What follows belongs to an exercise in optimizing a design on an open flow for small area; a production flow would make more cautious choices. Where RTL was checked, it was by simulation tests only, not by an equivalence proof against the original. For run 6, only the layout was checked, not whether the RTL still works. No activity file was given, so power comes from the tool's default toggle rates.

==> design.v <==
`timescale 1ns/1ps
module pipeCpu (
    input  logic        clk,
    input  logic        rstN,
    output logic [31:0] pc,
    input  logic [31:0] inst,
    output logic [31:0] dataAddress,
    output logic [31:0] writeMemData,
    output logic        memRead,
    output logic        memWrite,
    input  logic [31:0] readMemData
);
    logic [2:0]  ph;         
    logic        p2;         
    logic [31:2] pcR;
    logic [31:0] aR;         
    logic [31:0] bR;         
    logic        aluC;
    logic        pcC;
    logic        flag;       
    logic [5:0] op;
    logic [5:0] fn;
    logic [4:0] rs;
    logic [4:0] rt;
    logic [4:0] rd;
    assign op = inst[31:26];
    assign fn = inst[5:0];
    assign rs = inst[25:21];
    assign rt = inst[20:16];
    assign rd = inst[15:11];
    logic isR, rAdd, rSub, rAnd, rOr, rSlt;
    logic iAddiu, iOri, iLui, iLw, iSw, iBeq, iBne, iJ, isBr;
    assign isR    = (op == 6'h00);
    assign rAdd   = isR && (fn == 6'h21);
    assign rSub   = isR && (fn == 6'h23);
    assign rAnd   = isR && (fn == 6'h24);
    assign rOr    = isR && (fn == 6'h25);
    assign rSlt   = isR && (fn == 6'h2a);
    assign iAddiu = (op == 6'h09);
    assign iOri   = (op == 6'h0d);
    assign iLui   = (op == 6'h0f);
    assign iLw    = (op == 6'h23);
    assign iSw    = (op == 6'h2b);
    assign iBeq   = (op == 6'h04);
    assign iBne   = (op == 6'h05);
    assign iJ     = (op == 6'h02);
    assign isBr   = iBeq || iBne;
    logic twoPass;
    logic ph0;
    logic ph7;
    logic last;
    assign twoPass = rSlt || iLw || iSw || isBr;
    assign ph0     = (ph == 3'd0);
    assign ph7     = (ph == 3'd7);
    assign last    = ph7 && (p2 || !twoPass);
    logic [31:0] rf [1:31];
    logic [31:0][3:0] bot;
    assign bot[0] = 4'd0;
    genvar g;
    generate
        for (g = 1; g < 32; g++) begin : gBot
            assign bot[g] = rf[g][3:0];
        end
    endgenerate
    logic [3:0] rd1;
    logic [3:0] rd2;
    assign rd1 = bot[rs];
    assign rd2 = bot[rt];
    logic       we;
    logic [4:0] wreg;
    logic [3:0] wdata;
    generate
        for (g = 1; g < 32; g++) begin : gReg
            always_ff @(posedge clk) begin
                rf[g] <= {(we && wreg == g) ? wdata : rf[g][3:0], rf[g][31:4]};
            end
        end
    endgenerate
    logic [3:0] immDig;
    logic [3:0] iDig;
    logic [3:0] aOp;
    logic [3:0] bSrc;
    logic [3:0] bOp;
    logic       sub;
    logic       cin;
    logic [4:0] sum;
    logic [3:0] alu;
    logic       lt;
    always_comb begin
        case (ph[1:0])
            2'd0: immDig = inst[3:0];
            2'd1: immDig = inst[7:4];
            2'd2: immDig = inst[11:8];
            default: immDig = inst[15:12];
        endcase
        if (iLui)      iDig = ph[2] ? immDig : 4'd0;
        else if (iOri) iDig = ph[2] ? 4'd0 : immDig;
        else           iDig = ph[2] ? {4{inst[15]}} : immDig;
    end
    assign aOp  = iLui ? 4'd0 : rd1;
    assign bSrc = isR ? rd2 : iDig;
    assign sub  = rSub || rSlt;
    assign bOp  = sub ? ~bSrc : bSrc;
    assign cin  = ph0 ? sub : aluC;
    assign sum  = {1'b0, aOp} + {1'b0, bOp} + {4'd0, cin};
    assign lt   = (aOp[3] ^ bSrc[3]) ? aOp[3] : sum[3];
    always_comb begin
        if (rAnd)                    alu = aOp & bOp;
        else if (rOr || iOri || iLui) alu = aOp | bOp;
        else                         alu = sum[3:0];
    end
    assign memRead  = iLw && p2 && ph0;
    assign memWrite = iSw && p2 && ph0;
    assign wreg = isR ? rd : rt;
    always_comb begin
        if (!p2) begin
            we    = rAdd || rSub || rAnd || rOr || rSlt || iAddiu || iOri || iLui;
            wdata = rSlt ? 4'd0 : alu;
        end else begin
            we    = iLw || (rSlt && ph0);
            if (ph0) wdata = rSlt ? {3'd0, flag} : readMemData[3:0];
            else     wdata = aR[3:0];
        end
    end
    logic [31:0] xv;
    logic [3:0]  xDig;
    logic [3:0]  pcDig;
    logic [31:0] pcFull;
    logic        taken;
    logic [3:0]  xOp;
    logic [4:0]  pcSum;
    logic [3:0]  bIn;
    logic [31:0] bNext;
    assign xv     = {{4{inst[15]}}, iJ ? inst[25:16] : {10{inst[15]}}, inst[15:0], 2'b00};
    assign xDig   = xv[{ph, 2'b00} +: 4];
    assign pcFull = {pcR, 2'b11};
    assign pcDig  = pcFull[{ph, 2'b00} +: 4];
    assign taken  = iBeq ? flag : !flag;
    assign xOp    = (isBr && p2 && taken) ? xDig : 4'd0;
    assign pcSum  = {1'b0, pcDig} + {1'b0, xOp} + {4'd0, ph0 | pcC};
    always_comb begin
        if (iSw && !p2)       bIn = rd2;
        else if (iJ && !ph7)  bIn = xDig;
        else                  bIn = pcSum[3:0];
    end
    assign bNext = {bIn, bR[31:4]};
    always_ff @(posedge clk or negedge rstN) begin
        if (!rstN) begin
            ph  <= 3'd0;
            p2  <= 1'b0;
            pcR <= '0;
        end else begin
            ph <= ph + 3'd1;
            if (ph7) p2 <= twoPass && !p2;
            if (last) pcR <= bNext[31:2];
        end
    end
    always_ff @(posedge clk) begin
        aluC <= sum[4];
        pcC  <= pcSum[4];
        bR   <= bNext;
        aR   <= {alu, memRead ? readMemData[31:4] : aR[31:4]};
        if (!p2) begin
            if (isBr)     flag <= (ph0 || flag) && (rd1 == rd2);
            else if (ph7) flag <= lt;
        end
    end
    assign pc           = {pcR, 2'b00};
    assign dataAddress  = aR;
    assign writeMemData = bR;
endmodule
==> run.sh <==
#!/bin/bash
# synth_recipe.tcl (not shown) runs the flow's synth.tcl, then flattens the netlist and writes it again
# the make line also repeats each setting of config.mk as NAME=value (left out here)
make -C /OpenROAD-flow-scripts/flow DESIGN_CONFIG=/design/flow/config.mk WORK_HOME=/design/flow/orfs CLKGATE_MAP_FILE= SYNTH_SCRIPT=/design/flow/synth_recipe.tcl finish
==> config.mk <==
export PLATFORM = sky130hd
export DESIGN_NAME = pipeCpu
export DESIGN_NICKNAME = pipeCpu
export VERILOG_FILES = /design/flow/design.v
export SDC_FILE = /design/flow/constraint.sdc
export NUM_CORES = 4
export LEC_CHECK = 0
export CAP_MARGIN = 20
export CORE_MARGIN = 2
export CORE_UTILIZATION = 40
export PLACE_DENSITY = 0.6
export SLEW_MARGIN = 20
==> constraint.sdc <==
create_clock -name core_clock -period 10.0 [get_ports {clk}]
set_input_delay 2.0000 -clock core_clock [delete_from_list [all_inputs] [get_ports {clk}]]
set_output_delay 2.0000 -clock core_clock [all_outputs]
set_load 0.01 [all_outputs]
==> results of run 1 <==
synthesized netlist by cell type (12+ instances only):
cell type / n / share of area (%)
a21oi_1: 20 / 0.35
buf_1: 12 / 0.16
buf_2: 12 / 0.21
clkbuf_1: 34 / 0.44
dfrtp_1: 34 / 3.0
dfxtp_1: 1058 / 74
ha_1: 17 / 0.74
inv_1: 23 / 0.30
mux2_2: 183 / 7.2
mux2i_1: 21 / 0.73
mux4_2: 54 / 4.2
nand2_1: 134 / 1.8
nand2b_1: 20 / 0.44
nand3_1: 15 / 0.26
nor2_1: 53 / 0.69
nor2b_1: 16 / 0.35
o21ai_0: 19 / 0.33
o22ai_1: 14 / 0.31
power groups by stage:
stage	clock network, mW	registers (mW)	logic (mW)
after detailed placement	0	4.63	0.453
after floorplan	0	4.63	0.193
after global routing	4.16	4.54	0.483
after global placement	0	4.62	0.450
after CTS	3.98	4.53	0.454
final	3.88	4.53	0.448
through the flow:
stage               hold WS [ns]  std cells
floorplan                 0.3096       1897
global placement          0.3096       2955
detailed placement        0.3121       2955
CTS                       0.2833       3139
global route              0.2898       3139
finish                    0.2946       3139
cells by family (layout without fill, tap and decap cells):
| logic type | after synthesis | in the layout | synth area share, % |
|---|---|---|---|
| XOR/XNOR | 15 | 15 | 0.4577 |
| multiplexers | 264 | 264 | 12.41 |
| buffers and inverters | 93 | 385 | 1.504 |
| AO/OA/AOI/OAI | 115 | 115 | 2.820 |
| other | 1 | 2 | 0.01306 |
| AND/OR/NAND/NOR | 293 | 293 | 4.882 |
| adder cells (fa/ha/maj) | 22 | 22 | 1.055 |
| flip-flops | 1093 | 1093 | 76.86 |
per-layer routing:
layer	vias to the layer above	part of all wire [%]
met2	429	44
met4	4	2.2
met5	-	0.036
met3	96	5.8
met1	6954	48
li1	6841	-
worst max-delay path, stage by stage:
cell and delay, ns:
clkdlybuf4s50_1 0.70, nand2b_1 0.12, nor3b_1 0.26, nand2_1 0.17
or4_1 0.44, buf_4 0.25, inv_1 0.68, clkdlybuf4s50_1 0.68
registers in the layout (all words and copies together) (netlist names):
signal / flops
aluC: 1
flag: 1
pcR: 30
ph: 3
rf: 992
aR: 32
bR: 32
p2: 1
pcC: 1
worst paths after layout:
| path | start | slack, ns | endpoint | depth (start not counted) |
|---|---|---|---|---|
| hold reg to reg | rf[12][15] | 0.29 | rf[12][11] | 0 |
| setup / recovery | inst[27] | 2.68 | memRead | 8 |
| max in group asynchronous | rstN | 7.87 | pcR[5] | 2 |
| setup reg to reg | ph[0] | 4.76 | rf[9][29] | 16 |
| min in group asynchronous | rstN | 1.78 | pcR[2] | 2 |
| hold / removal | rf[12][15] | 0.29 | rf[12][11] | 0 |
cell type report:
type                    instances  area [sq um]  share of cell area [%]
repair buffers                177          1712                   4.923
inverters                      24         90.09                  0.2591
multi-input cells             711          6227                   17.91
clock buffers                 146          2972                   8.547
well taps                     950          1189                   3.419
flip-flops and latches       1093         22060                   63.45
clock inverters                38         519.2                   1.493
==> impl_metrics.py, run 1 <==
metrics = {
    "drt": {
        "postRouteAntennaNets": 0,
        "routed_via_density": 4.563,
        "drt-pass1-iter-count": 5,
        "drc": 0,
        "detail_route.wl_per_cell_microns": 18.71,
        "drt_wl_total_microns": 58720,
        "dr.first_iter.drc_count": 807,
        "num_vias": 14320,
    },
    "grt": {
        "grt_first_pass_wirelength_microns": 88600,
        "grt_usage_pct": 15.89,
        "grt_busiest_layer": "met2",
        "grt_max_degree": 37,
        "gr-total-overflow": 0,
        "grt_pass1_vias": 14540,
        "use_met1_pct": 22.02,
        "grt.met2_usage_pct": 24.45,
        "antenna_found_initial": 2,
        "gr-usage-met3_pct": 3.535,
    },
    "finish": {
        "syn_to_final_growth_pct": 21.13,
        "diodes": 0,
        "nFillCells": 6005,
        "layout_common_cells": "dfxtp_1, mux2_2, clkdlybuf4s50_1, nand2_1, clkbuf_16",
        "nets": 2194,
        "drive_above_1_share_pct": 20.01,
        "postLayoutCellArea_sq_um": 34770,
        "final_common_cell": "dfxtp_1",
        "utilization_pct": 48.81,
    },
    "logic_synthesis": {
        "synth_seq_cells": 1093,
        "synth_cell_type_count": 65,
        "syn_inst": 1896,
        "yosysSeqAreaShare_pct": 76.86,
        "netlist_area_sq_um": 28700,
        "syn_avg_cell_area_sq_um": 15.14,
        "synth_flop_cell": "dfxtp_1",
        "synth-edff-count": 1,
        "yosysWarningCount": 2,
        "synthArstFlopShare_pct": 3.111,
    },
    "clock_tree": {
        "numClockSinks": 1093,
        "numCtsBuffers": 100,
        "cts_tree": "yes",
        "ctsHoldBuffers": 0,
        "ctsResizeCount": 0,
        "post-cts-setup-buffers": 0,
        "clkLatencyLatePin_ns": 0.66,
        "cts-root-buf": "clkbuf_16",
        "path_clk_slew_ns": 0.06,
        "clk_path_buf_depth": 3,
        "cts_max_level": 3,
    },
    "die": {
        "dieArea_sq_um": 73920,
        "die_y_microns": 271.9,
        "rows": 98,
        "initial_utilization_pct": 40.29,
        "core_sq_um": 71240,
        "die_w_microns": 271.9,
        "pin_count": 164,
    },
    "worst_setup_path": {
        "start_kind": "input pin",
        "critPathArrivalTime_ns": 5.32,
        "criticalPathCategory": "input pin to output port",
        "worstSetupEndpointType": "output port",
        "critical_path_required_ns": 8.00,
        "cp_max_fo": 29,
    },
    "sta": {
        "worst_slack_ns": 2.680,
        "setup_viol": 0,
        "fin_crit_sh_pct": 73.20,
        "max_freq_mhz": 136.6,
        "slew_viol_final": 0,
        "finalHoldViolCount": 0,
        "fin_crit_ns": 7.320,
        "slew_headroom_pct": 26.92,
        "rsz0062_at_grt": "false",
        "final.setup.tns_ns": 0,
        "tightest_slew_ns": 1.088,
        "finClkSkew_ns": 0.04346,
    },
    "power_and_ir_drop": {
        "seq_power_share_pct": 51.1,
        "p_int_mw": 6.978,
        "power_density_nw_per_um2": 254.7,
        "power_mw": 8.856,
        "p_comb_share_pct": 5.1,
        "clkPwrFrac_pct": 43.8,
        "irDropWorstVdd_mv": 0.1454,
        "sw_frac_of_total_pct": 21.20,
        "power_switching_mw": 1.877,
        "p_leak_nw": 14.18,
    },
    "placement": {
        "hpwlAfterDp_microns": 40030,
        "port_buffers": 161,
        "pre_cts_ws_ns": 2.701,
        "gp_congestion": 0.9018,
        "placed_cell_area_sq_um": 31280,
    },
    "worst_hold_path": {
        "hp-class": "register to register",
    },
    "job": {
        "maxCapViolations": 0,
    },
    "run_status": {
        "status": "finished clean",
    },
}
==> run 2, diff against run 1 <==
--- a/design.v
+++ b/design.v
@@ -148,12 +148,14 @@
         if (!rstN) begin
             ph  <= 3'd0;
             p2  <= 1'b0;
-            pcR <= '0;
         end else begin
             ph <= ph + 3'd1;
             if (ph7) p2 <= twoPass && !p2;
-            if (last) pcR <= bNext[31:2];
         end
+    end
+    always_ff @(posedge clk) begin
+        if (!rstN)     pcR <= '0;
+        else if (last) pcR <= bNext[31:2];
     end
     always_ff @(posedge clk) begin
         aluC <= sum[4];
--- a/config.mk
+++ b/config.mk
@@ -5,6 +5,7 @@
 export SDC_FILE = /design/flow/constraint.sdc
 export NUM_CORES = 4
 export LEC_CHECK = 0
+export ABC_AREA = 1
 export CAP_MARGIN = 20
 export CORE_MARGIN = 2
 export CORE_UTILIZATION = 40
==> impl_metrics.py, run 2 <==
metrics = {
    "clock_tree": {
        "clkLatencyLatePin_ns": 0.67,
        "ctsHoldBuffers": 0,
        "cts_tree": "yes",
        "ctsResizeCount": 0,
        "post-cts-setup-buffers": 0,
        "clk_path_buf_depth": 3,
        "numCtsBuffers": 97,
        "path_clk_slew_ns": 0.06,
        "cts_max_level": 3,
        "cts-root-buf": "clkbuf_16",
        "numClockSinks": 1093,
    },
    "die": {
        "rows": 100,
        "die_y_microns": 277.3,
        "dieArea_sq_um": 76880,
        "die_w_microns": 277.3,
        "core_sq_um": 74200,
        "initial_utilization_pct": 40.26,
        "pin_count": 164,
    },
    "worst_setup_path": {
        "cp_max_fo": 30,
        "cp_slowest_cell": "clkdlybuf4s50_1",
        "crit_top_cell": "clkdlybuf4s50_1",
        "critPathArrivalTime_ns": 4.28,
        "critical_path.cell_chain": "clkdlybuf4s50_1 > nand2_1 > nor3_1 > nand3_1 > nor2_2 > buf_4 > clkdlybuf4s50_1",
        "crit_buf_inv": 3,
        "critical_path_required_ns": 8.00,
        "worstSetupEndpointType": "output port",
        "max_stage_delay_ns": 0.62,
        "criticalPathCategory": "input pin to output port",
        "start_kind": "input pin",
        "crit_family": "buffers and inverters",
    },
    "grt": {
        "gr-total-overflow": 0,
        "grt_first_pass_wirelength_microns": 102400,
        "grt_max_degree": 69,
        "grt_usage_pct": 17.23,
        "antenna_found_initial": 1,
        "grt_pass1_vias": 17480,
    },
    "power_and_ir_drop": {
        "p_leak_nw": 15.24,
        "power_mw": 8.746,
        "power_density_nw_per_um2": 245.1,
        "irDropWorstVdd_mv": 0.1480,
    },
    "drt": {
        "routed_via_density": 4.542,
        "dr.first_iter.drc_count": 1548,
        "num_vias": 18620,
        "drt_wl_total_microns": 66720,
        "postRouteAntennaNets": 0,
        "drc": 0,
        "drt-pass1-iter-count": 5,
        "detail_route.wl_per_cell_microns": 16.27,
    },
    "sta": {
        "fin_crit_ns": 6.280,
        "slew_headroom_pct": 31.90,
        "finClkSkew_ns": 0.03293,
        "fin_crit_sh_pct": 62.80,
        "rsz0062_at_grt": "false",
        "finalHoldViolCount": 0,
        "slew_viol_final": 0,
        "setup_viol": 0,
        "final.setup.tns_ns": 0,
        "tightest_slew_ns": 1.020,
        "max_freq_mhz": 159.2,
    },
    "logic_synthesis": {
        "synth-edff-count": 1,
        "yosysSeqAreaShare_pct": 73.35,
        "synth_cell_type_count": 45,
        "yosysMostFrequentCell": "dfxtp_1",
        "netlist_area_sq_um": 29870,
        "synth_seq_cells": 1093,
        "ys_top_cells_by_count": "dfxtp_1, nand2_1, nand3_1",
        "synth_top_area_share_pct": 72.91,
        "synth.largest_area_cell": "dfxtp_1",
        "syn_inst": 2862,
        "yosysWarningCount": 2,
        "synth_area_leaders": "dfxtp_1, nand2_1, nand3_1",
        "syn_avg_cell_area_sq_um": 10.44,
        "synth_flop_cell": "dfxtp_1",
        "synthArstFlopShare_pct": 0.3660,
    },
    "placement": {
        "port_buffers": 161,
        "hpwlAfterDp_microns": 45570,
        "gp_congestion": 0.9214,
    },
    "worst_hold_path": {
        "hp-class": "register to register",
    },
    "finish": {
        "layout_common_cells": "dfxtp_1, nand2_1, nand3_1, inv_1, clkdlybuf4s50_1",
        "nets": 3136,
        "nFillCells": 6763,
        "syn_to_final_growth_pct": 19.48,
        "top_regs": "rf: 992 flops, aR: 32 flops, bR: 32 flops",
        "drive_above_1_share_pct": 8.240,
        "diodes": 0,
        "top_register": "rf",
        "largest_reg_flops": 992,
        "final_common_cell": "dfxtp_1",
    },
    "job": {
        "maxCapViolations": 0,
    },
    "run_status": {
        "status": "finished clean",
    },
}
-- run 2: path summary, 6_finish.rpt --
check,startpoint,endpoint,slack [ns],cells past startpoint
worst min-delay path,rf[4][5],rf[4][1],0.31,0
worst max-delay path,inst[26],memRead,3.72,7
min in group asynchronous,rstN,p2,1.71,2
worst min register to register,rf[4][5],rf[4][1],0.31,0
max in group asynchronous,rstN,ph[0],8.06,2
worst max register to register,ph[0],rf[27][29],5.06,21
-- run 2: kinds of logic after synthesis --
kind of cell | after synthesis | share of synthesized area, %
buffers and inverters | 311 | 4.276
XOR/XNOR | 5 | 0.1466
AND/OR/NAND/NOR | 1266 | 18.20
flip-flops | 1093 | 73.35
other | 1 | 0.01255
AO/OA/AOI/OAI | 165 | 3.037
adder cells (fa/ha/maj) | 21 | 0.9801
-- run 2: cell type report --
class	count	area [sq um]	area share [%]
clock buffers	143	2831	7.933
clock inverters	38	480.5	1.346
inverters	218	820.8	2.300
multi-input cells	1459	6690	18.74
flip-flops and latches	1093	21910	61.39
well taps	969	1212	3.397
repair buffers	180	1744	4.887
-- run 2: power breakdown --
part | switching [mW] | internal, mW
Clock | 1.58 | 2.17
Sequential | 0.0430 | 4.44
Combinational | 0.326 | 0.194
-- run 2: metrics by stage --
stage / area, sq um / hold slack, ns / worst slack, ns / cells / util (%)
2_1_floorplan: 29880 / 0.3096 / 5.051 / 2863 / -
3_3_place_gp: 32380 / 0.3095 / 3.167 / 3919 / 43.64
3_5_place_dp: 32380 / 0.3121 / 3.176 / 3919 / 43.64
4_1_cts: 35690 / 0.3075 / 3.751 / 4100 / 48.10
5_1_grt: 35690 / 0.3150 / 3.446 / 4100 / 48.10
6_report: 35690 / 0.3072 / 3.720 / 4100 / 48.10
-- run 2: routing by layer --
| metal | GRT usage [%] | wire [microns] | vias to the layer above |
|---|---|---|---|
| met3 | 3.369 | 4052 | 163 |
| met5 | 0 | 11 | - |
| met1 | 24.86 | 32390 | 8546 |
| li1 | - | - | 9274 |
| met4 | 7.121 | 2472 | 2 |
| met2 | 25.21 | 27800 | 639 |
==> run 3, diff against run 2 <==
==> flow/run.sh (new file) <==
#!/bin/bash
# Standard ORFS layout, with the port buffers made of the smallest buffer cell.
set -euo pipefail
export BUFFER_PORTS_ARGS="-buffer_cell sky130_fd_sc_hd__buf_1"
bash standard.sh > standard_make.log 2>&1
==> standard.sh (new file) <==
#!/bin/bash
# synth_recipe.tcl (not shown) runs the flow's synth.tcl, then flattens the netlist and writes it again
# the make line also repeats each setting of config.mk as NAME=value (left out here)
make -C /OpenROAD-flow-scripts/flow DESIGN_CONFIG=/design/flow/config.mk WORK_HOME=/design/flow/orfs CLKGATE_MAP_FILE= SYNTH_SCRIPT=/design/flow/synth_recipe.tcl "${@:-finish}"
--- a/config.mk
+++ b/config.mk
@@ -5,9 +5,11 @@
 export SDC_FILE = /design/flow/constraint.sdc
 export NUM_CORES = 4
 export LEC_CHECK = 0
-export ABC_AREA = 1
 export CAP_MARGIN = 20
 export CORE_MARGIN = 2
 export CORE_UTILIZATION = 40
+export CTS_BUF_LIST = sky130_fd_sc_hd__clkbuf_16
+export CTS_CLUSTER_DIAMETER = 100
+export CTS_CLUSTER_SIZE = 30
 export PLACE_DENSITY = 0.6
 export SLEW_MARGIN = 20
removed: run.sh
==> impl_metrics.py, run 3 <==
metrics = {
    "finish": {
        "syn_to_final_growth_pct": 9.650,
        "top_register": "rf",
        "ff_latch_area_sq_um": 21910,
        "diodes": 0,
        "multi_input_area_sq_um": 6349,
        "final_common_cell": "dfxtp_1",
        "largest_reg_flops": 992,
        "nets": 2166,
        "layout_common_cells": "dfxtp_1, nand2_1, buf_1, mux2_2, mux4_2",
        "final_cells": 3035,
        "drive_above_1_share_pct": 14.20,
        "top_regs": "rf: 992 flops, aR: 32 flops, bR: 32 flops",
        "nFillCells": 6328,
    },
    "logic_synthesis": {
        "synth_flop_cell": "dfxtp_1",
        "synth-edff-count": 1,
        "synth_top_area_share_pct": 76.01,
        "synth_seq_cells": 1093,
        "synth.largest_area_cell": "dfxtp_1",
        "yosysSeqAreaShare_pct": 76.47,
        "syn_avg_cell_area_sq_um": 14.88,
        "netlist_area_sq_um": 28650,
        "yosysWarningCount": 2,
        "ys_top_cells_by_count": "dfxtp_1, nand2_1, mux2_2",
        "synth_cell_type_count": 74,
        "syn_inst": 1926,
        "synth_area_leaders": "dfxtp_1, mux4_2, mux2_2",
        "synthArstFlopShare_pct": 0.3660,
        "yosysMostFrequentCell": "dfxtp_1",
    },
    "clock_tree": {
        "numCtsBuffers": 42,
        "cts_tree": "yes",
        "post-cts-setup-buffers": 0,
        "cts_max_level": 2,
        "clk_path_buf_depth": 3,
        "ctsHoldBuffers": 0,
        "clkLatencyLatePin_ns": 0.60,
        "path_clk_slew_ns": 0.12,
        "numClockSinks": 1093,
        "ctsResizeCount": 0,
        "cts-root-buf": "clkbuf_16",
    },
    "sta": {
        "hold-worst-slack_ns": 0.3163,
        "fin_crit_sh_pct": 66.58,
        "fin_crit_ns": 6.658,
        "final.setup.tns_ns": 0,
        "rsz0062_at_grt": "false",
        "tightest_slew_ns": 1.114,
        "setup_viol": 0,
        "max_freq_mhz": 150.2,
        "worst_slack_ns": 3.342,
        "slew_viol_final": 0,
        "finalHoldViolCount": 0,
        "finClkSkew_ns": 0.01974,
        "slew_headroom_pct": 25.76,
    },
    "worst_setup_path": {
        "critPathArrivalTime_ns": 4.66,
        "max_stage_delay_ns": 0.75,
        "reg2reg_to": "rf[15][30]",
        "start_kind": "input pin",
        "cp.depth": 6,
        "crit_top_cell": "buf_1",
        "cp_max_fo": 29,
        "critical_path.cell_chain": "buf_1 > nand2b_1 > or3_1 > or3_2 > inv_1 > buf_1",
        "critical_path_required_ns": 8.00,
        "crit_buf_inv": 3,
        "criticalPathCategory": "input pin to output port",
        "critPathCapture": "memRead",
        "rrSetupSlack_ns": 4.72,
        "cp_slowest_cell": "or3_2",
        "crit_family": "simple AND/OR/NAND/NOR gates",
        "r2r_start": "ph[1]",
        "worstSetupEndpointType": "output port",
        "crit_path_start": "inst[27]",
        "reg2regPathDepth": 15,
    },
    "power_and_ir_drop": {
        "p_int_mw": 5.352,
        "power_mw": 6.777,
        "clkPwrFrac_pct": 29.7,
        "sw_frac_of_total_pct": 21.03,
        "irDropWorstVdd_mv": 0.1412,
        "p_leak_nw": 12.25,
        "seq_power_share_pct": 66.2,
        "power_switching_mw": 1.425,
        "power_density_nw_per_um2": 215.7,
        "p_comb_share_pct": 4.0,
    },
    "drt": {
        "drc": 0,
        "dr.first_iter.drc_count": 994,
        "postRouteAntennaNets": 0,
        "num_vias": 13990,
        "drt-pass1-iter-count": 5,
        "drt_wl_total_microns": 56890,
        "detail_route.wl_per_cell_microns": 18.74,
        "routed_via_density": 4.610,
    },
    "die": {
        "pin_count": 164,
        "core_sq_um": 71240,
        "die_w_microns": 271.6,
        "initial_utilization_pct": 40.22,
        "die_y_microns": 271.6,
        "rows": 98,
        "dieArea_sq_um": 73790,
    },
    "placement": {
        "gp_congestion": 0.9405,
        "port_buffers": 161,
        "dp_cells": 2985,
        "hpwlAfterDp_microns": 40100,
        "pre_cts_ws_ns": 2.986,
    },
    "grt": {
        "gr-total-overflow": 0,
        "grt_first_pass_wirelength_microns": 85620,
        "antenna_found_initial": 1,
        "grt_usage_pct": 15.23,
        "grt_max_degree": 39,
        "gr-usage-met3_pct": 2.716,
        "grt_busiest_layer": "met2",
        "grt.met2_usage_pct": 24.40,
        "grt_pass1_vias": 13870,
        "use_met1_pct": 21.37,
    },
    "run_status": {
        "status": "finished clean",
    },
    "worst_hold_path": {
        "hp-class": "register to register",
    },
    "job": {
        "maxCapViolations": 0,
    },
}
-- run 3: cell count changes in the layout (fill, tap and decap cells not counted), moves of 24 or more --
cell             previous run  this run
nand2_1                   868       186
clkbuf_16                  98        45
nor2_1                    100        35
mux4_2                      0        64
o21ai_0                    85        22
nand3_1                   226        15
a21oi_1                    45        21
clkdlybuf4s50_1           159         0
buf_1                       0       157
inv_1                     181        25
clkbuf_1                   24         0
mux2_2                      0       122
mux2i_1                     0        29
a21boi_0                    0        28
-- run 3: worst min-delay path by stage --
stage	startpoint	endpoint	slack, ns	depth (start not counted)
2_1_floorplan	rf[10][4]	rf[10][0]	0.31	0
5_1_grt	rf[7][15]	rf[7][11]	0.32	0
4_1_cts	rf[7][15]	rf[7][11]	0.32	0
6_report	rf[7][15]	rf[7][11]	0.32	0
3_5_place_dp	rf[10][31]	rf[10][27]	0.31	0
3_3_place_gp	rf[31][14]	rf[31][10]	0.31	0
-- run 3: final cells by class --
type	count	share of cell area, %
Clock inverter	5	0.1035
Clock buffer	45	3.584
Sequential cell	1093	69.74
Inverter	24	0.2867
Tap cell	950	3.783
Multi-Input combinational cell	742	20.21
Timing Repair Buffer	176	2.298
-- run 3: cells by family after synthesis --
logic type      Yosys count  synth area share [%]
xor+xnor                 17                0.5196
buf+inv                  92                 1.432
flops                  1093                 76.47
compound gates          143                 3.607
simple gates            327                 5.244
fa+ha+maj                23                 1.092
other cells               1               0.01309
mux                     230                 11.62
-- run 3: through the flow --
stage / instance area, sq um / util, %
after floorplan: 28660 / -
after global placement: 30250 / 42.46
after detailed placement: 30250 / 42.47
after CTS: 31410 / 44.09
after global routing: 31420 / 44.10
final: 31420 / 44.10
-- run 3: power groups by stage --
| stage | sequential, mW | clock (mW) | combinational (mW) |
|---|---|---|---|
| floorplan | 4.59 | 0 | 0.153 |
| global placement | 4.59 | 0 | 0.276 |
| detailed placement | 4.59 | 0 | 0.277 |
| CTS | 4.49 | 2.09 | 0.278 |
| global route | 4.50 | 2.25 | 0.299 |
| finish | 4.49 | 2.01 | 0.274 |
-- run 3: layer usage --
metal	vias up	wire length [microns]
li1	6716	-
met3	74	2935
met1	6789	27280
met2	410	25360
met5	-	7
met4	2	1308
==> run 4, diff against run 3 <==
--- a/config.mk
+++ b/config.mk
@@ -8,8 +8,6 @@
 export CAP_MARGIN = 20
 export CORE_MARGIN = 2
 export CORE_UTILIZATION = 40
-export CTS_BUF_LIST = sky130_fd_sc_hd__clkbuf_16
-export CTS_CLUSTER_DIAMETER = 100
-export CTS_CLUSTER_SIZE = 30
+export CTS_BUF_LIST = sky130_fd_sc_hd__clkbuf_4 sky130_fd_sc_hd__clkbuf_8
 export PLACE_DENSITY = 0.6
 export SLEW_MARGIN = 20
==> impl_metrics.py, run 4 <==
metrics = {
    "logic_synthesis": {
        "synth_fa_ha_area_share_pct": 1.092,
        "synth-edff-count": 1,
        "synth_area_leaders": "dfxtp_1, mux4_2, mux2_2",
        "synth.largest_area_cell": "dfxtp_1",
        "synth_flop_cell": "dfxtp_1",
        "yosysSeqAreaShare_pct": 76.47,
        "netlist_area_sq_um": 28650,
        "synth_top_family_by_area": "multiplexers",
        "yosysWarningCount": 2,
        "synth_top_area_share_pct": 76.01,
        "ys_top_cells_by_count": "dfxtp_1, nand2_1, mux2_2",
        "synthXorXnorAreaFrac_pct": 0.5196,
        "synth_cell_type_count": 74,
        "yosys-mux-area-fraction_pct": 11.62,
        "syn_avg_cell_area_sq_um": 14.88,
        "synth_compound_area_share_pct": 3.607,
        "synthSimpleGateAreaFrac_pct": 5.244,
        "syn_inst": 1926,
        "synth_seq_cells": 1093,
        "synthArstFlopShare_pct": 0.3660,
        "yosysMostFrequentCell": "dfxtp_1",
    },
    "die": {
        "initial_utilization_pct": 40.22,
        "rows": 98,
        "core_sq_um": 71240,
        "dieArea_sq_um": 73790,
        "pin_count": 164,
        "die_y_microns": 271.6,
        "die_w_microns": 271.6,
    },
    "grt": {
        "grt_pass1_vias": 15210,
        "gr-total-overflow": 0,
        "gr-usage-met3_pct": 4.724,
        "antenna_found_initial": 1,
        "grt.met2_usage_pct": 25.24,
        "grt_usage_pct": 16.29,
        "grt_max_degree": 39,
        "grt_first_pass_wirelength_microns": 90510,
        "grt_busiest_layer": "met2",
        "use_met1_pct": 21.48,
    },
    "clock_tree": {
        "numClockSinks": 1093,
        "ctsHoldBuffers": 0,
        "post-cts-setup-buffers": 0,
        "path_clk_slew_ns": 0.06,
        "numCtsBuffers": 161,
        "clk_path_buf_depth": 3,
        "clkLatencyLatePin_ns": 0.79,
        "ctsResizeCount": 0,
        "cts_tree": "yes",
        "cts_max_level": 4,
        "cts-root-buf": "clkbuf_8",
    },
    "sta": {
        "setup_viol": 0,
        "rsz0062_at_grt": "false",
        "fin_crit_sh_pct": 66.59,
        "max_freq_mhz": 150.2,
        "final.setup.tns_ns": 0,
        "finClkSkew_ns": 0.03791,
        "finalHoldViolCount": 0,
        "fin_crit_ns": 6.659,
        "tightest_slew_ns": 1.114,
        "worst_slack_ns": 3.341,
        "slew_viol_final": 0,
        "slew_headroom_pct": 25.73,
    },
    "worst_setup_path": {
        "crit_family": "simple AND/OR/NAND/NOR gates",
        "max_stage_delay_ns": 0.75,
        "worstSetupEndpointType": "output port",
        "crit_top_cell": "buf_1",
        "r2r_start": "ph[1]",
        "critical_path_required_ns": 8.00,
        "crit_buf_inv": 3,
        "cp.depth": 6,
        "criticalPathCategory": "input pin to output port",
        "cp_slowest_cell": "or3_2",
        "crit_path_start": "inst[27]",
        "critPathArrivalTime_ns": 4.66,
        "cp_max_fo": 29,
        "critical_path.cell_chain": "buf_1 > nand2b_1 > or3_1 > or3_2 > inv_1 > buf_1",
        "reg2regPathDepth": 15,
        "start_kind": "input pin",
    },
    "power_and_ir_drop": {
        "p_comb_share_pct": 3.2,
        "power_switching_mw": 1.822,
        "p_int_mw": 6.739,
        "seq_power_share_pct": 52.5,
        "power_density_nw_per_um2": 253.0,
        "p_leak_nw": 13.55,
        "irDropWorstVdd_mv": 0.1148,
        "sw_frac_of_total_pct": 21.28,
        "clkPwrFrac_pct": 44.3,
        "power_mw": 8.561,
    },
    "drt": {
        "dr.first_iter.drc_count": 1006,
        "drt_wl_total_microns": 59250,
        "postRouteAntennaNets": 0,
        "routed_via_density": 4.563,
        "drc": 0,
        "detail_route.wl_per_cell_microns": 18.12,
        "num_vias": 14920,
        "drt-pass1-iter-count": 5,
    },
    "finish": {
        "nFillCells": 6183,
        "postLayoutCellArea_sq_um": 33840,
        "layout_common_cells": "dfxtp_1, clkbuf_8, nand2_1, buf_1, mux2_2",
        "final_common_cell": "dfxtp_1",
        "top_regs": "rf: 992 flops, aR: 32 flops, bR: 32 flops",
        "top_register": "rf",
        "drive_above_1_share_pct": 22.95,
        "utilization_pct": 47.49,
        "syn_to_final_growth_pct": 18.08,
        "largest_reg_flops": 992,
        "nets": 2285,
    },
    "placement": {
        "hpwlAfterDp_microns": 40100,
        "placed_cell_area_sq_um": 30250,
        "pre_cts_ws_ns": 2.986,
        "port_buffers": 161,
        "gp_congestion": 0.9405,
    },
    "job": {
        "maxCapViolations": 0,
    },
    "worst_hold_path": {
        "hp-class": "register to register",
        "worstHoldPathCells": 0,
        "hold_start": "rf[3][21]",
    },
    "run_status": {
        "status": "finished clean",
    },
}
run 4: cell families after synthesis:
logic type | Yosys count
AO/OA/AOI/OAI | 143
XOR/XNOR | 17
adder cells (fa/ha/maj) | 23
buffers and inverters | 92
flip-flops | 1093
multiplexers | 230
other | 1
AND/OR/NAND/NOR | 327
run 4: layout make-up:
| cell class | count | area [sq um] | share of cell area [%] |
|---|---|---|---|
| Sequential cell | 1093 | 21910 | 64.76 |
| Multi-Input combinational cell | 742 | 6349 | 18.76 |
| Clock buffer | 251 | 3204 | 9.470 |
| Tap cell | 950 | 1189 | 3.513 |
| Timing Repair Buffer | 176 | 721.9 | 2.134 |
| Clock inverter | 32 | 365.4 | 1.080 |
| Inverter | 24 | 90.09 | 0.2663 |
| Antenna cell | 2 | 5.005 | 0.01479 |
run 4: worst paths after layout:
path / to / slack (ns)
min in group asynchronous: p2 / 1.18
worst min register to register: rf[3][17] / 0.31
worst max register to register: rf[15][30] / 4.78
max in group asynchronous: ph[2] / 8.59
worst max-delay path: memRead / 3.34
worst min-delay path: rf[3][17] / 0.31
run 4: metal layers:
layer  share of wire (%)  up-vias
met3                 7.0      107
met1                  45     7182
met2                  45      565
li1                    -     7066
met5               0.022        -
met4                 2.6        2
run 4: stage by stage:
| step | hold WS (ns) | cells |
|---|---|---|
| 2_1_floorplan | 0.3096 | 1927 |
| 3_3_place_gp | 0.3095 | 2985 |
| 3_5_place_dp | 0.3121 | 2985 |
| 4_1_cts | 0.3061 | 3268 |
| 5_1_grt | 0.3105 | 3268 |
| 6_report | 0.3088 | 3270 |
run 4: power groups by stage:
stage | clock, mW | combinational (mW) | sequential, mW
6_report | 3.79 | 0.274 | 4.49
5_1_grt | 4.11 | 0.300 | 4.50
4_1_cts | 3.91 | 0.278 | 4.49
3_5_place_dp | 0 | 0.277 | 4.59
3_3_place_gp | 0 | 0.276 | 4.59
2_1_floorplan | 0 | 0.153 | 4.59
run 4: worst reg2reg max path, cell delays in order, from the launching register on:
cell	delay (ns)
dfrtp_1	1.08
inv_1	0.31
ha_1	0.36
a222oi_1	0.39
o21ai_0	0.12
a21oi_1	0.23
o21bai_1	0.20
xor2_1	0.28
fa_1	0.27
inv_1	0.07
fa_1	0.45
xor2_1	0.17
mux2i_1	0.09
mux2_4	0.30
a22o_4	0.38
mux2_2	0.37
==> run 5, diff against run 4 <==
--- a/config.mk
+++ b/config.mk
@@ -8,6 +8,8 @@
 export CAP_MARGIN = 20
 export CORE_MARGIN = 2
 export CORE_UTILIZATION = 40
-export CTS_BUF_LIST = sky130_fd_sc_hd__clkbuf_4 sky130_fd_sc_hd__clkbuf_8
+export CTS_BUF_LIST = sky130_fd_sc_hd__clkbuf_8
+export CTS_CLUSTER_DIAMETER = 60
+export CTS_CLUSTER_SIZE = 20
 export PLACE_DENSITY = 0.6
 export SLEW_MARGIN = 20
==> impl_metrics.py, run 5 <==
metrics = {
    "grt": {
        "antenna_found_initial": 3,
        "grt_first_pass_wirelength_microns": 86820,
        "gr-total-overflow": 0,
        "grt_usage_pct": 15.57,
        "grt_pass1_vias": 14110,
        "grt_max_degree": 39,
    },
    "drt": {
        "dr.first_iter.drc_count": 1144,
        "detail_route.wl_per_cell_microns": 18.65,
        "routed_via_density": 4.634,
        "drt_wl_total_microns": 57460,
        "drc": 0,
        "postRouteAntennaNets": 0,
        "num_vias": 14280,
        "drt-pass1-iter-count": 7,
    },
    "clock_tree": {
        "clkLatencyLatePin_ns": 0.71,
        "clk_path_buf_depth": 3,
        "post-cts-setup-buffers": 0,
        "path_clk_slew_ns": 0.11,
        "ctsResizeCount": 0,
        "ctsHoldBuffers": 0,
        "cts-root-buf": "clkbuf_8",
        "numCtsBuffers": 70,
        "numClockSinks": 1093,
        "cts_tree": "yes",
        "cts_max_level": 3,
    },
    "logic_synthesis": {
        "ys_top_cells_by_count": "dfxtp_1, nand2_1, mux2_2",
        "netlist_area_sq_um": 28650,
        "synth_cell_type_count": 74,
        "yosysMostFrequentCell": "dfxtp_1",
        "synth_area_leaders": "dfxtp_1, mux4_2, mux2_2",
        "yosysWarningCount": 2,
        "yosysSeqAreaShare_pct": 76.47,
        "syn_avg_cell_area_sq_um": 14.88,
        "synth_flop_cell": "dfxtp_1",
        "synth_top_area_share_pct": 76.01,
        "syn_inst": 1926,
        "synth_seq_cells": 1093,
        "synth.largest_area_cell": "dfxtp_1",
        "synth-edff-count": 1,
        "synthArstFlopShare_pct": 0.3660,
    },
    "worst_hold_path": {
        "hp-class": "register to register",
        "worstHoldPathCells": 0,
    },
    "worst_setup_path": {
        "cp_slowest_cell": "or3_2",
        "reg2regPathDepth": 15,
        "cp_max_fo": 29,
        "criticalPathCategory": "input pin to output port",
        "crit_family": "simple AND/OR/NAND/NOR gates",
        "crit_buf_inv": 3,
        "critical_path_required_ns": 8.00,
        "cp.depth": 6,
        "critPathArrivalTime_ns": 4.64,
        "critical_path.cell_chain": "buf_1 > nand2b_1 > or3_1 > or3_2 > inv_1 > buf_1",
        "worstSetupEndpointType": "output port",
        "start_kind": "input pin",
        "crit_top_cell": "buf_1",
        "max_stage_delay_ns": 0.75,
    },
    "die": {
        "die_y_microns": 271.6,
        "rows": 98,
        "initial_utilization_pct": 40.22,
        "pin_count": 164,
        "dieArea_sq_um": 73790,
        "core_sq_um": 71240,
        "die_w_microns": 271.6,
    },
    "job": {
        "maxCapViolations": 0,
    },
    "finish": {
        "syn_to_final_growth_pct": 9.965,
        "final_common_cell": "dfxtp_1",
        "largest_reg_flops": 992,
        "top_register": "rf",
        "multi_input_area_sq_um": 6349,
        "ff_latch_area_sq_um": 21910,
        "top_regs": "rf: 992 flops, aR: 32 flops, bR: 32 flops",
        "drive_above_1_share_pct": 15.93,
        "utilization_pct": 44.23,
        "layout_common_cells": "dfxtp_1, nand2_1, buf_1, mux2_2, clkbuf_8",
        "nFillCells": 6336,
        "nets": 2194,
    },
    "sta": {
        "max_freq_mhz": 150.6,
        "tightest_slew_ns": 1.101,
        "finalHoldViolCount": 0,
        "final.setup.tns_ns": 0,
        "slew_headroom_pct": 26.60,
        "finClkSkew_ns": 0.03924,
        "fin_crit_ns": 6.639,
        "fin_crit_sh_pct": 66.39,
        "rsz0062_at_grt": "false",
        "setup_viol": 0,
        "slew_viol_final": 0,
    },
    "placement": {
        "gp_congestion": 0.9405,
        "hpwlAfterDp_microns": 40100,
        "port_buffers": 161,
    },
    "power_and_ir_drop": {
        "p_leak_nw": 12.32,
        "irDropWorstVdd_mv": 0.09794,
        "power_density_nw_per_um2": 216.0,
    },
    "run_status": {
        "status": "finished clean",
    },
}
==> run 5: cell counts after synthesis <==
Identical to the previous run, type by type.
==> run 5: area by class of cell <==
| class | count | share of cell area (%) |
|---|---|---|
| Antenna cell | 3 | 0.02383 |
| Tap cell | 950 | 3.772 |
| Multi-Input combinational cell | 742 | 20.15 |
| Clock inverter | 20 | 0.7505 |
| Inverter | 24 | 0.2859 |
| Clock buffer | 73 | 3.189 |
| Sequential cell | 1093 | 69.54 |
| Timing Repair Buffer | 176 | 2.291 |
==> run 5: routing by layer <==
metal / vias to the layer above / wire, microns / GRT usage (%)
li1: 6785 / - / -
met5: - / 13 / 0
met1: 6902 / 26800 / 21.47
met3: 118 / 3272 / 2.999
met4: 2 / 1684 / 5.408
met2: 471 / 25690 / 24.52
==> run 5: worst paths after layout <==
check | start | to | slack, ns
worst min register to register | rf[24][14] | rf[24][10] | 0.30
max in group asynchronous | rstN | p2 | 8.50
worst max-delay path | inst[27] | memRead | 3.36
worst max register to register | ph[1] | rf[15][30] | 4.77
worst min-delay path | rf[24][14] | rf[24][10] | 0.30
min in group asynchronous | rstN | ph[1] | 1.26
==> run 5: metrics by stage <==
step | instances | total power, mW | area (sq um) | hold WS (ns) | setup WS (ns)
finish | 3081 | 6.807 | 31510 | 0.3032 | 3.361
global route | 3080 | 7.088 | 31510 | 0.3012 | 3.123
CTS | 3078 | 6.894 | 31490 | 0.2945 | 3.375
detailed placement | 2985 | 4.866 | 30250 | 0.3121 | 2.986
global placement | 2985 | 4.865 | 30250 | 0.3095 | 3.069
floorplan | 1927 | 4.739 | 28660 | 0.3096 | 3.655
==> run 5: power by group <==
part | total, mW | internal, mW | switching (mW)
sequential | 4.49 | 4.44 | 0.0451
combinational | 0.274 | 0.0934 | 0.181
clock | 2.04 | 0.735 | 1.31
total | 6.81 | 5.27 | 1.54
==> run 5: kinds of logic after synthesis <==
| group | Yosys count | synth area share (%) |
|---|---|---|
| buf+inv | 92 | 1.432 |
| fa+ha+maj | 23 | 1.092 |
| mux | 230 | 11.62 |
| simple gates | 327 | 5.244 |
| compound gates | 143 | 3.607 |
| flops | 1093 | 76.47 |
| other cells | 1 | 0.01309 |
| xor+xnor | 17 | 0.5196 |
==> run 6, diff against run 5 <==
--- a/design.v
+++ b/design.v
@@ -76,7 +76,6 @@
             end
         end
     endgenerate
-    logic [3:0] immDig;
     logic [3:0] iDig;
     logic [3:0] aOp;
     logic [3:0] bSrc;
@@ -86,16 +85,16 @@
     logic [4:0] sum;
     logic [3:0] alu;
     logic       lt;
+    logic [2:0] dIdx;
+    logic [3:0] instDig;
+    logic [1:0] ePrev;
+    assign dIdx    = {ph[2] && !iLui, ph[1:0]};
+    assign instDig = inst[{dIdx, 2'b00} +: 4];
     always_comb begin
-        case (ph[1:0])
-            2'd0: immDig = inst[3:0];
-            2'd1: immDig = inst[7:4];
-            2'd2: immDig = inst[11:8];
-            default: immDig = inst[15:12];
-        endcase
-        if (iLui)      iDig = ph[2] ? immDig : 4'd0;
-        else if (iOri) iDig = ph[2] ? 4'd0 : immDig;
-        else           iDig = ph[2] ? {4{inst[15]}} : immDig;
+        if (iLui)                iDig = ph[2] ? instDig : 4'd0;
+        else if (iJ || !ph[2])   iDig = instDig;
+        else if (iOri)           iDig = 4'd0;
+        else                     iDig = {4{inst[15]}};
     end
     assign aOp  = iLui ? 4'd0 : rd1;
     assign bSrc = isR ? rd2 : iDig;
@@ -122,7 +121,6 @@
             else     wdata = aR[3:0];
         end
     end
-    logic [31:0] xv;
     logic [3:0]  xDig;
     logic [3:0]  pcDig;
     logic [31:0] pcFull;
@@ -131,8 +129,7 @@
     logic [4:0]  pcSum;
     logic [3:0]  bIn;
     logic [31:0] bNext;
-    assign xv     = {{4{inst[15]}}, iJ ? inst[25:16] : {10{inst[15]}}, inst[15:0], 2'b00};
-    assign xDig   = xv[{ph, 2'b00} +: 4];
+    assign xDig   = {iDig[1:0], ph0 ? 2'b00 : ePrev};
     assign pcFull = {pcR, 2'b11};
     assign pcDig  = pcFull[{ph, 2'b00} +: 4];
     assign taken  = iBeq ? flag : !flag;
@@ -161,6 +158,7 @@
         aluC <= sum[4];
         pcC  <= pcSum[4];
         bR   <= bNext;
+        ePrev <= iDig[3:2];
         aR   <= {alu, memRead ? readMemData[31:4] : aR[31:4]};
         if (!p2) begin
             if (isBr)     flag <= (ph0 || flag) && (rd1 == rd2);
--- a/config.mk
+++ b/config.mk
@@ -8,8 +8,8 @@
 export CAP_MARGIN = 20
 export CORE_MARGIN = 2
 export CORE_UTILIZATION = 40
-export CTS_BUF_LIST = sky130_fd_sc_hd__clkbuf_8
-export CTS_CLUSTER_DIAMETER = 60
-export CTS_CLUSTER_SIZE = 20
+export CTS_BUF_LIST = sky130_fd_sc_hd__clkbuf_16
+export CTS_CLUSTER_DIAMETER = 100
+export CTS_CLUSTER_SIZE = 30
 export PLACE_DENSITY = 0.6
 export SLEW_MARGIN = 20
==> impl_metrics.py, run 6 <==
metrics = {
    "run_status": {
        "status": "finished clean",
    },
    "sta": {
        "fin_crit_ns": 6.393,
        "slew_viol_final": 0,
        "fin_crit_sh_pct": 63.93,
        "finClkSkew_ns": 0.04522,
        "rsz0062_at_grt": "false",
        "max_freq_mhz": 156.4,
        "final.setup.tns_ns": 0,
        "slew_headroom_pct": 34.17,
        "tightest_slew_ns": 0.9875,
        "setup_viol": 0,
        "finalHoldViolCount": 0,
    },
    "logic_synthesis": {
        "synth_area_leaders": "dfxtp_1, mux2_2, mux4_2",
        "synth_seq_cells": 1095,
        "synthArstFlopShare_pct": 0.3653,
        "syn_avg_cell_area_sq_um": 14.75,
        "synth_top_area_share_pct": 76.38,
        "ys_top_cells_by_count": "dfxtp_1, nand2_1, mux2_2",
        "synth.largest_area_cell": "dfxtp_1",
        "synth-edff-count": 1,
        "yosysMostFrequentCell": "dfxtp_1",
        "synth_cell_type_count": 65,
        "yosysWarningCount": 2,
        "netlist_area_sq_um": 28570,
        "yosysSeqAreaShare_pct": 76.83,
        "synth_flop_cell": "dfxtp_1",
        "syn_inst": 1937,
    },
    "drt": {
        "postRouteAntennaNets": 0,
        "wl_met2_microns": 24570,
        "routed_via_density": 4.585,
        "top_layer": "met5",
        "drc": 0,
        "wl_met1_microns": 28200,
        "drt_wl_total_microns": 58030,
        "drt-pass1-iter-count": 5,
        "dr.first_iter.drc_count": 956,
        "num_vias": 13940,
        "met3_length_microns": 3716,
        "detail_route.wl_per_cell_microns": 19.09,
    },
    "clock_tree": {
        "post-cts-setup-buffers": 0,
        "path_clk_slew_ns": 0.11,
        "numCtsBuffers": 43,
        "clk_path_buf_depth": 3,
        "clkLatencyLatePin_ns": 0.62,
        "ctsHoldBuffers": 0,
        "cts_max_level": 2,
        "cts_tree": "yes",
        "numClockSinks": 1095,
        "ctsResizeCount": 0,
        "cts-root-buf": "clkbuf_16",
    },
    "grt": {
        "gr-total-overflow": 0,
        "grt_pass1_vias": 13680,
        "grt_max_degree": 52,
        "antenna_found_initial": 2,
        "grt_first_pass_wirelength_microns": 86080,
        "grt_usage_pct": 15.51,
    },
    "die": {
        "core_sq_um": 70390,
        "rows": 97,
        "dieArea_sq_um": 73580,
        "initial_utilization_pct": 40.59,
        "die_w_microns": 271.3,
        "die_y_microns": 271.3,
        "pin_count": 164,
    },
    "finish": {
        "top_register": "rf",
        "nFillCells": 6369,
        "layout_common_cells": "dfxtp_1, nand2_1, buf_1, mux2_2, mux4_2",
        "final_common_cell": "dfxtp_1",
        "nets": 2177,
        "largest_reg_flops": 992,
        "diodes": 0,
        "multi_input_area_sq_um": 6259,
        "top_regs": "rf: 992 flops, aR: 32 flops, bR: 32 flops",
        "syn_to_final_growth_pct": 10.21,
        "ff_latch_area_sq_um": 21950,
        "drive_above_1_share_pct": 13.67,
    },
    "power_and_ir_drop": {
        "seq_power_share_pct": 65.5,
        "p_leak_nw": 12.43,
        "power_mw": 6.849,
        "irDropWorstVdd_mv": 0.1238,
        "sw_frac_of_total_pct": 21.54,
        "power_density_nw_per_um2": 217.5,
        "power_switching_mw": 1.475,
        "p_comb_share_pct": 4.2,
        "p_int_mw": 5.374,
        "clkPwrFrac_pct": 30.3,
    },
    "worst_setup_path": {
        "worstSetupEndpointType": "register",
        "rrSetupSlack_ns": 5.42,
        "critical_path_required_ns": 10.56,
        "reg2regPathDepth": 14,
        "start_kind": "input pin",
        "cp_max_fo": 31,
        "critPathArrivalTime_ns": 6.95,
        "criticalPathCategory": "input pin to register",
        "r2r_start": "ph[0]",
        "reg2reg_to": "rf[27][30]",
    },
    "placement": {
        "hpwlAfterDp_microns": 40210,
        "port_buffers": 161,
        "gp_congestion": 0.8971,
    },
    "worst_hold_path": {
        "hp-class": "register to register",
        "worstHoldPathCells": 0,
        "hold_start": "rf[2][10]",
        "whs_endpoint": "rf[2][6]",
    },
    "job": {
        "maxCapViolations": 0,
    },
}
==> run 6: layer usage <==
metal | vias to the layer above | track usage (%)
met2 | 418 | 23.56
li1 | 6739 | -
met5 | - | 0
met1 | 6687 | 22.41
met3 | 90 | 3.008
met4 | 4 | 4.714
==> run 6: logic make-up after synthesis <==
group	synth area share [%]
muxes	11.91
adders and majority gates	0.8934
AOI/OAI and AO/OA	3.180
buffers and inverters	1.366
and+or+nand+nor	5.317
xor gates and xnor gates	0.4905
DFF	76.83
other	0.01313
==> run 6: worst max path at each step <==
stage	start	end	slack [ns]
2_1_floorplan	inst[16]	rf[29][30]	3.83
3_3_place_gp	inst[21]	rf[31][31]	2.99
3_5_place_dp	inst[21]	rf[29][30]	2.97
4_1_cts	inst[21]	rf[3][30]	3.62
5_1_grt	inst[21]	rf[31][31]	3.38
6_report	inst[21]	rf[27][30]	3.61
==> run 6: final cells by class <==
cell class                 instances  area share (%)
clock buffer                      45           3.576
clock inverter                     7          0.2782
inverter                          24          0.2861
multi-input combinational        747           19.88
sequential                      1095           69.72
tap                              940           3.735
timing repair buffer             182           2.531
==> run 6: critical path, stage by stage <==
cell and delay [ns]:
buf_2 0.56, buf_4 0.54, mux4_2 0.56, mux4_2 0.47, nor2_1 0.20, nor2_1 0.12, and2_1 0.20, fa_1 0.44
fa_1 0.48, xnor2_1 0.14, a211o_1 0.31, a21oi_1 0.13, o21a_1 0.14, buf_4 0.34, mux2_2 0.24
==> run 6: per-stage QoR <==
stage,std cells,hold slack (ns),utilization (%),cell area [sq um],setup WS [ns]
floorplan,1938,0.3096,-,28570,3.832
global placement,2986,0.3097,42.93,30220,2.987
global route,3040,0.3057,44.73,31490,3.378
CTS,3039,0.3116,44.69,31460,3.617
finish,3040,0.3063,44.73,31490,3.607
detailed placement,2987,0.3121,42.97,30250,2.975
==> run 6: power by group through the flow <==
| stage | sequential (mW) | combinational [mW] | clock (mW) |
|---|---|---|---|
| 6_report | 4.49 | 0.287 | 2.07 |
| 2_1_floorplan | 4.59 | 0.145 | 0 |
| 3_5_place_dp | 4.59 | 0.281 | 0 |
| 5_1_grt | 4.50 | 0.311 | 2.29 |
| 3_3_place_gp | 4.59 | 0.279 | 0 |
| 4_1_cts | 4.49 | 0.282 | 2.14 |
==> run 7, diff against run 6 <==
--- a/design.v
+++ b/design.v
@@ -13,8 +13,8 @@
     logic [2:0]  ph;         
     logic        p2;         
     logic [31:2] pcR;
-    logic [31:0] aR;         
-    logic [31:0] bR;         
+    logic [27:0] aR;         
+    logic [27:0] bR;         
     logic        aluC;
     logic        pcC;
     logic        flag;       
@@ -108,17 +108,18 @@
         else if (rOr || iOri || iLui) alu = aOp | bOp;
         else                         alu = sum[3:0];
     end
-    assign memRead  = iLw && p2 && ph0;
-    assign memWrite = iSw && p2 && ph0;
+    assign memRead  = iLw && !p2 && ph7;
+    assign memWrite = iSw && !p2 && ph7;
     assign wreg = isR ? rd : rt;
     always_comb begin
         if (!p2) begin
-            we    = rAdd || rSub || rAnd || rOr || rSlt || iAddiu || iOri || iLui;
-            wdata = rSlt ? 4'd0 : alu;
+            we    = rAdd || rSub || rAnd || rOr || rSlt || iAddiu || iOri || iLui || (iLw && ph7);
+            if (iLw)       wdata = readMemData[31:28];
+            else if (rSlt) wdata = 4'd0;
+            else           wdata = alu;
         end else begin
-            we    = iLw || (rSlt && ph0);
-            if (ph0) wdata = rSlt ? {3'd0, flag} : readMemData[3:0];
-            else     wdata = aR[3:0];
+            we    = (iLw && !ph7) || (rSlt && ph0);
+            wdata = rSlt ? {3'd0, flag} : aR[3:0];
         end
     end
     logic [3:0]  xDig;
@@ -140,7 +141,7 @@
         else if (iJ && !ph7)  bIn = xDig;
         else                  bIn = pcSum[3:0];
     end
-    assign bNext = {bIn, bR[31:4]};
+    assign bNext = {bIn, bR};
     always_ff @(posedge clk or negedge rstN) begin
         if (!rstN) begin
             ph  <= 3'd0;
@@ -157,15 +158,15 @@
     always_ff @(posedge clk) begin
         aluC <= sum[4];
         pcC  <= pcSum[4];
-        bR   <= bNext;
+        bR   <= bNext[31:4];
         ePrev <= iDig[3:2];
-        aR   <= {alu, memRead ? readMemData[31:4] : aR[31:4]};
+        aR   <= memRead ? readMemData[27:0] : {alu, aR[27:4]};
         if (!p2) begin
             if (isBr)     flag <= (ph0 || flag) && (rd1 == rd2);
             else if (ph7) flag <= lt;
         end
     end
     assign pc           = {pcR, 2'b00};
-    assign dataAddress  = aR;
-    assign writeMemData = bR;
+    assign dataAddress  = {alu, aR};
+    assign writeMemData = {rd2, bR};
 endmodule
==> flow/run.sh (replaced) <==
#!/bin/bash
# Own flow: the standard ORFS layout (standard.sh) with two changes.
#  1. Synthesis is the standard flow's own script (synth_recipe.tcl, unchanged), except that
#     ABC maps the logic with the area-oriented script flow/area.abc instead of
#     ORFS's delay-oriented one. The flip-flops are mapped by dfflibmap before
#     ABC runs, so the registers, their names and cells are the standard ones.
#  2. The port buffers that buffer_ports inserts are the smallest buffer cell.
# Each tool's output goes to ORFS's own per-step logs under orfs/logs; make's
# output goes to flow_make.log in this folder.
set -euo pipefail
W=$PWD
{
  printf 'proc abc {args} {\n'
  printf '  set i [lsearch $args -script]\n'
  printf '  if {$i >= 0} { set args [lreplace $args [expr {$i+1}] [expr {$i+1}] %s] }\n' "$W/flow/area.abc"
  printf '  yosys abc {*}$args\n'
  printf '}\n'
  cat synth_recipe.tcl
} > flow_synth.tcl
grep -q 'SYNTH_SCRIPT=' standard.sh
sed "s#SYNTH_SCRIPT=[^ ]*#SYNTH_SCRIPT=$W/flow_synth.tcl#" standard.sh > flow_standard.sh
export BUFFER_PORTS_ARGS="-buffer_cell sky130_fd_sc_hd__buf_1"
bash flow_standard.sh > flow_make.log 2>&1
==> flow/area.abc (new file) <==
&get -n
&st
&dch
&nf -R 1000
&st
&dch
&nf -R 1000
&put
topo
stime -c
dnsize -c
==> impl_metrics.py, run 7 <==
metrics = {
    "finish": {
        "postLayoutCellArea_sq_um": 30410,
        "nFillCells": 6179,
        "top_register": "rf",
        "syn_to_final_growth_pct": 11.49,
        "utilization_pct": 45.19,
        "top_regs": "rf: 992 flops, pcR: 30 flops",
        "final_common_cell": "dfxtp_1",
        "ff_latch_area_sq_um": 21790,
        "drive_above_1_share_pct": 4.109,
        "layout_common_cells": "dfxtp_1, nand2_1, nor2_1, o21ai_0, buf_1",
        "nets": 2460,
        "final_cells": 3259,
        "multi_input_area_sq_um": 5346,
        "largest_reg_flops": 992,
    },
    "placement": {
        "port_buffers": 161,
        "placed_cell_area_sq_um": 29180,
        "pre_cts_ws_ns": 1.087,
        "hpwlAfterDp_microns": 44680,
        "dp_cells": 3204,
        "gp_congestion": 0.9030,
    },
    "logic_synthesis": {
        "synth_area_leaders": "dfxtp_1, nand2_1, o21ai_0",
        "synth_cell_type_count": 47,
        "netlist_area_sq_um": 27270,
        "synth_fa_ha_area_share_pct": 0.9360,
        "yosysSeqAreaShare_pct": 79.90,
        "yosys-mux-area-fraction_pct": 1.404,
        "synth_compound_area_share_pct": 8.763,
        "ys_top_cells_by_count": "dfxtp_1, nand2_1, nor2_1",
        "synth_top_family_by_area": "compound AO/OA/AOI/OAI gates",
        "syn_avg_cell_area_sq_um": 12.73,
        "synth_top_area_share_pct": 79.43,
        "synth_seq_cells": 1087,
        "synth_flop_cell": "dfxtp_1",
        "yosysMostFrequentCell": "dfxtp_1",
        "syn_inst": 2143,
        "synthArstFlopShare_pct": 0.3680,
        "yosysWarningCount": 2,
        "synthSimpleGateAreaFrac_pct": 8.135,
        "synth.largest_area_cell": "dfxtp_1",
        "synth-edff-count": 1,
        "synthXorXnorAreaFrac_pct": 0.3212,
    },
    "worst_hold_path": {
        "worstHoldPathCells": 0,
        "hp-class": "register to register",
        "whs_endpoint": "rf[16][2]",
        "hold_start": "rf[16][6]",
    },
    "power_and_ir_drop": {
        "clkPwrFrac_pct": 29.7,
        "p_int_mw": 5.404,
        "p_comb_share_pct": 5.8,
        "seq_power_share_pct": 64.5,
        "power_switching_mw": 1.565,
        "sw_frac_of_total_pct": 22.46,
        "p_leak_nw": 11.82,
        "power_density_nw_per_um2": 229.2,
        "power_mw": 6.969,
        "irDropWorstVdd_mv": 0.1389,
    },
    "clock_tree": {
        "clkLatencyLatePin_ns": 0.60,
        "numCtsBuffers": 43,
        "cts_tree": "yes",
        "clk_path_buf_depth": 3,
        "cts-root-buf": "clkbuf_16",
        "ctsResizeCount": 0,
        "post-cts-setup-buffers": 0,
        "ctsHoldBuffers": 0,
        "path_clk_slew_ns": 0.11,
        "cts_max_level": 2,
        "numClockSinks": 1087,
    },
    "grt": {
        "grt_first_pass_wirelength_microns": 92920,
        "grt_usage_pct": 17.62,
        "antenna_found_initial": 4,
        "grt_pass1_vias": 14950,
        "grt_max_degree": 35,
        "gr-total-overflow": 0,
    },
    "job": {
        "maxCapViolations": 0,
    },
    "die": {
        "rows": 95,
        "initial_utilization_pct": 40.54,
        "pin_count": 164,
        "die_w_microns": 265.1,
        "die_y_microns": 265.1,
        "dieArea_sq_um": 70280,
        "core_sq_um": 67280,
    },
    "worst_setup_path": {
        "r2r_start": "ph[0]",
        "max_stage_delay_ns": 0.62,
        "reg2regPathDepth": 17,
        "critical_path_required_ns": 8.00,
        "crit_top_cell": "buf_4",
        "cp_max_fo": 25,
        "cp_slowest_cell": "nor2_1",
        "reg2reg_to": "rf[10][29]",
        "criticalPathCategory": "input pin to output port",
        "critical_path.cell_chain": "clkbuf_2 > clkinv_1 > buf_4 > nor2_1 > buf_4 > a22oi_1 > a311oi_1 > a311o_1 > o21ai_0 > buf_4 > o21ai_0 > xnor2_1 > fa_1 > clkinv_1 > fa_1 > mux2_1 > a21oi_1 > buf_1",
        "critPathArrivalTime_ns": 6.88,
        "crit_family": "buffers and inverters",
        "worstSetupEndpointType": "output port",
        "rrSetupSlack_ns": 4.73,
        "crit_buf_inv": 7,
        "start_kind": "input pin",
    },
    "sta": {
        "fin_crit_ns": 8.879,
        "max_freq_mhz": 112.6,
        "fin_crit_sh_pct": 88.79,
        "tightest_slew_ns": 1.120,
        "worst_slack_ns": 1.121,
        "finalHoldViolCount": 0,
        "hold-worst-slack_ns": 0.3217,
        "setup_viol": 0,
        "rsz0062_at_grt": "false",
        "finClkSkew_ns": 0.02064,
        "final.setup.tns_ns": 0,
        "slew_viol_final": 0,
        "slew_headroom_pct": 25.04,
    },
    "drt": {
        "dr.first_iter.drc_count": 1103,
        "drt-pass1-iter-count": 7,
        "routed_via_density": 4.761,
        "num_vias": 15520,
        "detail_route.wl_per_cell_microns": 19.32,
        "postRouteAntennaNets": 0,
        "drt_wl_total_microns": 62960,
        "drc": 0,
    },
    "run_status": {
        "status": "finished clean",
    },
}
-- run 7: power by group through the flow --
stage                     sequential, mW  combinational [mW]  clock (mW)
after global placement              4.59               0.405           0
after detailed placement            4.60               0.405           0
after floorplan                     4.60               0.169           0
final                               4.50               0.405        2.07
after CTS                           4.50               0.407        2.14
after global routing                4.51               0.440        2.29
-- run 7: final cells by class --
cell class / count / share of cell area, %
clock buffers: 45 / 3.704
well taps: 873 / 3.592
flip-flops and latches: 1087 / 71.67
repair buffers: 189 / 2.699
multi-input cells: 1021 / 17.58
clock inverters: 9 / 0.3251
inverters: 34 / 0.4197
diodes: 1 / 0.008230
-- run 7: metal layers --
metal,global-route usage (%),share of wire (%),up-vias
met5,0,0.091,-
met4,6.398,3.4,8
met3,4.184,6.7,118
met2,27.35,43,487
met1,24.03,47,7302
li1,-,-,7600
-- run 7: how the worst max path moves through the flow --
stage	start	end	slack [ns]	cells after the start
after floorplan	inst[16]	dataAddress[29]	2.42	13
after global placement	inst[16]	dataAddress[29]	1.12	18
after detailed placement	inst[16]	dataAddress[29]	1.09	18
after CTS	inst[16]	dataAddress[29]	1.08	18
after global routing	inst[16]	dataAddress[29]	0.70	18
final	inst[16]	dataAddress[29]	1.12	18
-- run 7: kinds of logic (layout without fill, tap and decap cells) --
group / count (synthesis) / count (layout)
AO/OA/AOI/OAI: 412 / 412
XOR/XNOR: 10 / 10
AND/OR/NAND/NOR: 556 / 556
adder cells (fa/ha/maj): 18 / 18
buffers and inverters: 36 / 277
other: 1 / 3
flip-flops: 1087 / 1087
multiplexers: 23 / 23

## afterwards: timing with drivers on the ports
The flow's constraints put no driver on any port. The routed layouts listed below were extracted and timed again, unchanged, in two steps. Step 1 sets driving cells, clkbuf_16 on the clock port and buf_2 on the other inputs (assumed; they add their load-dependent delay and slew). Step 2 times the ports against the registers' clock, not the clock port: input delays grow and output delays shrink by t, the midpoint of the rising clock arrivals with the driver on. Three values: ideal ports, drivers, drivers and shift; two values: the first two.
run | shift t [ns] | slack for setup (ns) | worst data-port slew with drivers (ns)
run 1 | 0.701 | 2.680 / 2.640 / 2.640 | 0.10
run 2 | 0.718 | 3.720 / 3.666 / 3.035 | 0.11
run 3 | 0.646 | 3.342 / 3.309 / 3.029 | 0.09
run 4 | 0.828 | 3.341 / 3.308 / 3.012 | 0.09
run 5 | 0.744 | 3.361 / 3.328 / 3.028 | 0.09
run 6 | 0.656 | 3.607 / 3.607 / 2.951 | 0.11
run 7 | 0.657 | 1.121 / 1.041 / 1.041 | 0.12
After both steps setup and hold are still met in every run listed. The setup slack of run 2, which loses most, moves by -0.054 ns with the drivers and by -0.685 ns with both steps.
